Context: an optimization exercise on an open-source flow, tuned for small area, a short achievable clock period and few clock cycles per item. The choices shown serve that exercise and are no tape-out recipe. Where RTL was checked, it was by simulation tests only, not by an equivalence proof against the original.

== the previous run ==
Design servo_slew_limited_pwm_top, start of the top module:
module servo_slew_limited_pwm_top #(
  parameter int CHANNELS = 5
) (
  input  logic               clk,
  input  logic               rst_n,
  input  logic               in_valid,
  output logic               in_ready,
  input  logic               in_op,
  input  logic [2:0]         in_channel,
  input  logic signed [11:0] in_target_pos,
  input  logic [11:0]        in_step_limit,
  input  logic               in_enable_req,
  input  logic [4:0]         in_pins_low,
  output logic               out_valid,
  input  logic               out_ready,
  output logic [2:0]         out_channel,
  output logic               out_pwm_write,
  output logic [11:0]        out_pwm_value,
  output logic               out_last,
  input  logic               cfg_we,
  input  logic [1:0]         cfg_index,
  input  logic [11:0]        cfg_wdata
);
==> flow/config.mk <==
export PLATFORM = sky130hd
export DESIGN_NAME = servo_slew_limited_pwm_top
export DESIGN_NICKNAME = servo_slew_limited_pwm_top
export VERILOG_FILES = /design/flow/design.v
export SDC_FILE = /design/flow/constraint.sdc
export NUM_CORES = 4
export LEC_CHECK = 0
export CAP_MARGIN = 20
export CORE_MARGIN = 2
export CORE_UTILIZATION = 55
export CTS_CLUSTER_DIAMETER = 100
export CTS_CLUSTER_SIZE = 30
export SETUP_SLACK_MARGIN = 5
export SLEW_MARGIN = 20
==> flow/constraint.sdc <==
create_clock -name core_clock -period 11.0 [get_ports {clk}]
set_input_delay 2.2000 -clock core_clock [delete_from_list [all_inputs] [get_ports {clk}]]
set_output_delay 2.2000 -clock core_clock [all_outputs]
set_load 0.01 [all_outputs]
run.sh (not shown) runs the stock make flow with config.mk's settings and CLKGATE_MAP_FILE= SYNTH_SCRIPT=/design/flow/synth_recipe.tcl, a recipe that flattens the netlist after the stock synthesis.
Testbench counts of the previous run, summed over its fixed seeds: cycles 9,884, items 9,600.
## Diff of input files: the current run against the previous run
--- a/flow/design.v
+++ b/flow/design.v
@@ -72,23 +72,24 @@
   logic [6:0]         q1_llo;
   logic signed [11:0] tgt_sat;
   logic [15:0]        lim_x;
   logic [6:0]         in_llo;
   always_comb begin
     if (in_target_pos > sslp_pkg::TARGET_MAX)      tgt_sat = sslp_pkg::TARGET_MAX;
     else if (in_target_pos < sslp_pkg::TARGET_MIN) tgt_sat = sslp_pkg::TARGET_MIN;
     else                                           tgt_sat = in_target_pos;
   end
   assign lim_x  = ({6'd0, in_step_limit[11:2]} << 5) + ({6'd0, in_step_limit[11:2]} << 3)
                 + {6'd0, in_step_limit[11:2]};
-  assign in_llo = in_op ? {2'b0, in_pins_low} : in_step_limit[6:0];
+  assign in_llo = in_op ? {2'b0, in_pins_low}
+                        : 7'(in_step_limit[6:0] - ({1'b0, lim_x[15:10]} * 7'd100));
   logic       wact;     
   logic [2:0] wj;       
   logic [4:0] wpins;
   logic       ready;    
   logic       v0, v1;   
   logic       pop;
   logic       p2_v;
   logic       nz, ts0, ts1, noop0, noop1, tick_start, blk;
   logic       d0, d1, set_drain, rm0, rm1, keep0, keep1;
   logic       wa_e, step, step_last;
   logic [2:0] wj_e;
@@ -188,23 +189,23 @@
     if (tick_start) wpins <= pins_e;
   end
   logic [2:0]         set_ch;
   logic signed [11:0] set_tgt;
   logic [5:0]         set_lq;
   logic [6:0]         set_lr;
   logic               set_en;
   always_comb begin
     set_ch  = d0 ? q0_ch  : q1_ch;
     set_tgt = d0 ? q0_tgt : q1_tgt;
     set_lq  = d0 ? q0_lq  : q1_lq;
-    set_lr  = 7'((d0 ? q0_llo : q1_llo) - ({1'b0, set_lq} * 7'd100));
+    set_lr  = d0 ? q0_llo : q1_llo;
     set_en  = d0 ? q0_en  : q1_en;
   end
   logic [3:0] pos;
   logic [4:0] swe;
   always_comb begin
     pos = 4'(h) + 4'd6 - 4'(set_ch);
     if (pos >= 4'd5) pos = pos - 4'd5;
     if (pos >= 4'd5) pos = pos - 4'd5;
     for (int k = 0; k < 5; k++)
       swe[k] = set_drain && (set_ch < 3'd5) && (pos == 4'(k));
   end
--- outcome ---
Of the current run and the previous run, the current run shows the lower core region area, with the previous run above it.
Via count shrinks slightly when moving from the previous run to the current run.
Comparing detailed route wirelength on metal2 for the current run and the previous run, the bigger number came from the current run.
In the current run, the share of the clock period used by the worst path came out 0.21 points above the value in the previous run.
Delta (the current run minus the previous run): setup slack fell 0.023 ns; post-synthesis adder-cell area fraction rose 0.20 points; area of all placed cells without fillers about even.
Re number of clock-tree buffers in the layout: the current run and the previous run aren't equal, and the lower value belongs to the previous run.
Going from the previous run to the current run, maximum frequency fell by about 0.4%; wire length of the first global-routing pass -0.94%; via count of the first global-routing pass has increased.
The RTL of the current run was laid out without a check of its function.

* * *

before:
servo_slew_limited_pwm_top, a different RTL version from the one above (not shown whole).
For scale: ~2,200 cells after synthesis, ~370 flip-flops, ~72 I/O pins.
==> flow/design.v (excerpt) <==
module servo_slew_limited_pwm_top #(
  parameter int CHANNELS = 5
) (
  input  logic               clk,
  input  logic               rst_n,
  input  logic               in_valid,
  output logic               in_ready,
  input  logic               in_op,
  input  logic [2:0]         in_channel,
  input  logic signed [11:0] in_target_pos,
  input  logic [11:0]        in_step_limit,
  input  logic               in_enable_req,
  input  logic [4:0]         in_pins_low,
  output logic               out_valid,
  input  logic               out_ready,
  output logic [2:0]         out_channel,
  output logic               out_pwm_write,
  output logic [11:0]        out_pwm_value,
  output logic               out_last,
  input  logic               cfg_we,
  input  logic [1:0]         cfg_index,
  input  logic [11:0]        cfg_wdata
);
clock: 11.0 ns
lec_check: 0
cap_margin: 20
core_margin: 2
core_utilization: 40
slew_margin: 20
Testbench counts of before, summed over its fixed seeds: cycles 11,359, items 9,600.
Inputs modified between before and after:
--- a/flow/design.v
+++ b/flow/design.v
@@ -111,26 +111,26 @@
     if (accept) begin
       slot_op   <= in_op;
       slot_ch   <= in_channel;
       slot_tgt  <= tgt_sat;
       slot_lim  <= in_step_limit;
       slot_en   <= in_enable_req;
       slot_pins <= in_pins_low;
     end
     if (tick_start) wpins <= slot_pins;
   end
-  logic [22:0] lim_x;
+  logic [15:0] lim_x;
   logic [5:0]  set_lq;
   logic [6:0]  set_lr;
-  assign lim_x  = ({11'd0, slot_lim} << 10) + ({11'd0, slot_lim} << 8)
-                + ({11'd0, slot_lim} << 5) - {11'd0, slot_lim};
-  assign set_lq = lim_x[22:17];
+  assign lim_x  = ({6'd0, slot_lim[11:2]} << 5) + ({6'd0, slot_lim[11:2]} << 3)
+                + {6'd0, slot_lim[11:2]};
+  assign set_lq = lim_x[15:10];
   assign set_lr = 7'(slot_lim[6:0] - ({1'b0, set_lq} * 7'd100));
   logic [4:0] swe;
   logic [3:0] pos;
   always_comb begin
     pos = 4'(h) + 4'd6 - 4'(slot_ch);
     if (pos >= 4'd5) pos = pos - 4'd5;
     if (pos >= 4'd5) pos = pos - 4'd5;
     for (int k = 0; k < 5; k++)
       swe[k] = set_drain && (slot_ch < 3'd5) && (pos == 4'(k));
   end
@@ -155,22 +155,22 @@
   always_comb begin
     t0      = rt[0];
     q0      = rz[0] ? 12'sd0 : rq[0];
     r0      = rz[0] ? 7'd0 : rr[0];
     lq0     = rlq[0];
     lr0     = rlr[0];
     pin     = pins_e[h];
     en_new  = rreq[0] || (ren[0] && !pin);
     dis     = ren[0] && !rreq[0] && pin;
     d       = 13'(t0) - 13'(q0);
-    dm      = 14'(d) - 14'($signed({1'b0, lq0}));
-    dp      = 14'(d) + 14'($signed({1'b0, lq0}));
+    dm      = 14'(t0) - 14'(q0) - 14'($signed({1'b0, lq0}));
+    dp      = 14'(t0) - 14'(q0) + 14'($signed({1'b0, lq0}));
     s       = 8'(r0) + 8'(lr0);
     e_pos   = d > 13'sd0;
     e_zero  = (d == 13'sd0) && (r0 == 7'd0);
     e_neg   = !e_pos && !e_zero;
     rate_nz = (lq0 != 6'd0) || (lr0 != 7'd0);
     up      = e_pos && rate_nz && (dm > 14'sd1 || (dm == 14'sd1 && s < 8'd100));
     dn      = e_neg && rate_nz && (dp < 14'sd0 || (dp == 14'sd0 && lr0 < r0));
     cy      = s >= 8'd100;
     bw      = r0 < lr0;
     if (up) begin
@@ -216,56 +216,64 @@
           rz[k]  <= rz[0] && !en_new;
         end else begin
           ren[k] <= ren[(k + 4) % 5];
           rz[k]  <= rz[(k + 4) % 5];
         end
       end
     end
   end
   logic               p1_v, p1_calc, p1_dis, p1_rnz;
   logic signed [11:0] p1_q;
-  logic               p2_v, p2_calc, p2_dis;
-  logic signed [13:0] p2_raw;
-  logic               inc;
-  logic signed [11:0] qt;
-  logic signed [25:0] acc;
+  logic               p2_v, p2_calc, p2_dis, p2_s;
+  logic [16:0]        p2_a, p2_b;
+  logic               s1, inc1;
+  logic [10:0]        m1;
+  logic [16:0]        a1, b1;
+  logic [25:0]        acc;
+  logic signed [13:0] raw;
   logic [11:0]        pwm_c;
   always_ff @(posedge clk) begin
     if (!rst_n) begin
       p1_v <= 1'b0;
       p2_v <= 1'b0;
     end else if (ready) begin
       p1_v <= step;
       p2_v <= p1_v;
     end
   end
   always_ff @(posedge clk) begin
     if (ready) begin
       p1_calc <= mov;
       p1_dis  <= dis;
       p1_q    <= qn;
       p1_rnz  <= rn != 7'd0;
       p2_calc <= p1_calc;
       p2_dis  <= p1_dis;
-      p2_raw  <= acc[23:10];
+      p2_s    <= s1;
+      p2_a    <= a1;
+      p2_b    <= b1;
     end
   end
   always_comb begin
-    inc = p1_q[11] && p1_rnz;
-    qt  = p1_q + 12'(inc);
-    acc = $signed({2'b0, mid_r, 10'd0}) + 26'($signed(qt) * $signed({1'b0, gain_r}))
-        + (p1_q[11] ? 26'sd1023 : 26'sd0);
+    s1   = p1_q[11];
+    inc1 = s1 && !p1_rnz;
+    m1   = s1 ? ~p1_q[10:0] : p1_q[10:0];
+    a1   = 17'(m1 * gain_r[5:0]) + (inc1 ? 17'(gain_r[5:0]) : 17'd0);
+    b1   = 17'(m1 * gain_r[11:6]) + (inc1 ? 17'(gain_r[11:6]) : 17'd0);
   end
   always_comb begin
-    if (p2_raw < sslp_pkg::PWM_MIN)      pwm_c = 12'd200;
-    else if (p2_raw > sslp_pkg::PWM_MAX) pwm_c = 12'd3250;
-    else                                 pwm_c = p2_raw[11:0];
+    acc = {4'd0, mid_r, 10'd0} + ({9'd0, p2_a} ^ {26{p2_s}})
+        + (({9'd0, p2_b} ^ {26{p2_s}}) << 6) + (p2_s ? 26'd1088 : 26'd0);
+    raw = acc[23:10];
+    if (raw < sslp_pkg::PWM_MIN)      pwm_c = 12'd200;
+    else if (raw > sslp_pkg::PWM_MAX) pwm_c = 12'd3250;
+    else                              pwm_c = raw[11:0];
   end
   logic        v0, v1, wr0, wr1;
   logic [11:0] val0, val1;
   logic        push, pop;
   logic        nwr;
   logic [11:0] nval;
   logic [2:0]  chn;
   assign ready = !v1;
   assign push  = p2_v && ready;
   assign pop   = v0 && out_ready;
Notes after the runs:
Smallest hold slack: after vs before up 0.0081 ns
The final reports for after and before show number of enable-type register cells in the synthesized netlist higher in the former.
The lower number of non-filler instances in the completed layout of before and after is in before.
Diff before -> after: simple-gate area share of the yosys netlist -0.19 points; number of I/O port buffers ~0 delta; total core area +220 um2; number of global-route vias before repair -472.
Of the two candidates, before has the worse final critical path time including I/O delays and setup and after the better one.
Function not checked in after: the RTL went through the layout flow alone.

static timing again, ports no longer ideal:
In the flow no input, the clock included, has a driving cell. The finished layouts below were timed again as built, in two steps.
Step 1 assumes that a clkbuf_16 drives the clock port and a buf_2 every other input.
Step 2 adds t to the input delays and takes it off the output delays; t is the mean of the earliest and latest rising clock arrival at the registers after step 1. Input paths then give back, and output paths get back, about the clock's delay inside the block.
a / b / c = no drivers / after step 1 / after step 2; a / b = the first two.
run	shift t [ns]	slack for setup (ns)	worst setup path after step 2	clock arrival spread, ns	cell pins on the clock port's net
the previous run	0.615	5.219 / 5.219 / 5.219	register to register	0.041 / 0.041	1
the current run	0.597	5.196 / 5.196 / 4.697	input to register	0.023 / 0.023	1
before	0.627	2.782 / 2.782 / 2.782	register to register	0.024 / 0.024	1
after	0.611	4.708 / 4.708 / 4.708	register to register	0.032 / 0.031	1
After both steps every run listed still meets setup and hold. For the current run, which loses most, drivers alone change the setup slack by 0.000 ns; drivers and shift together by -0.499 ns.
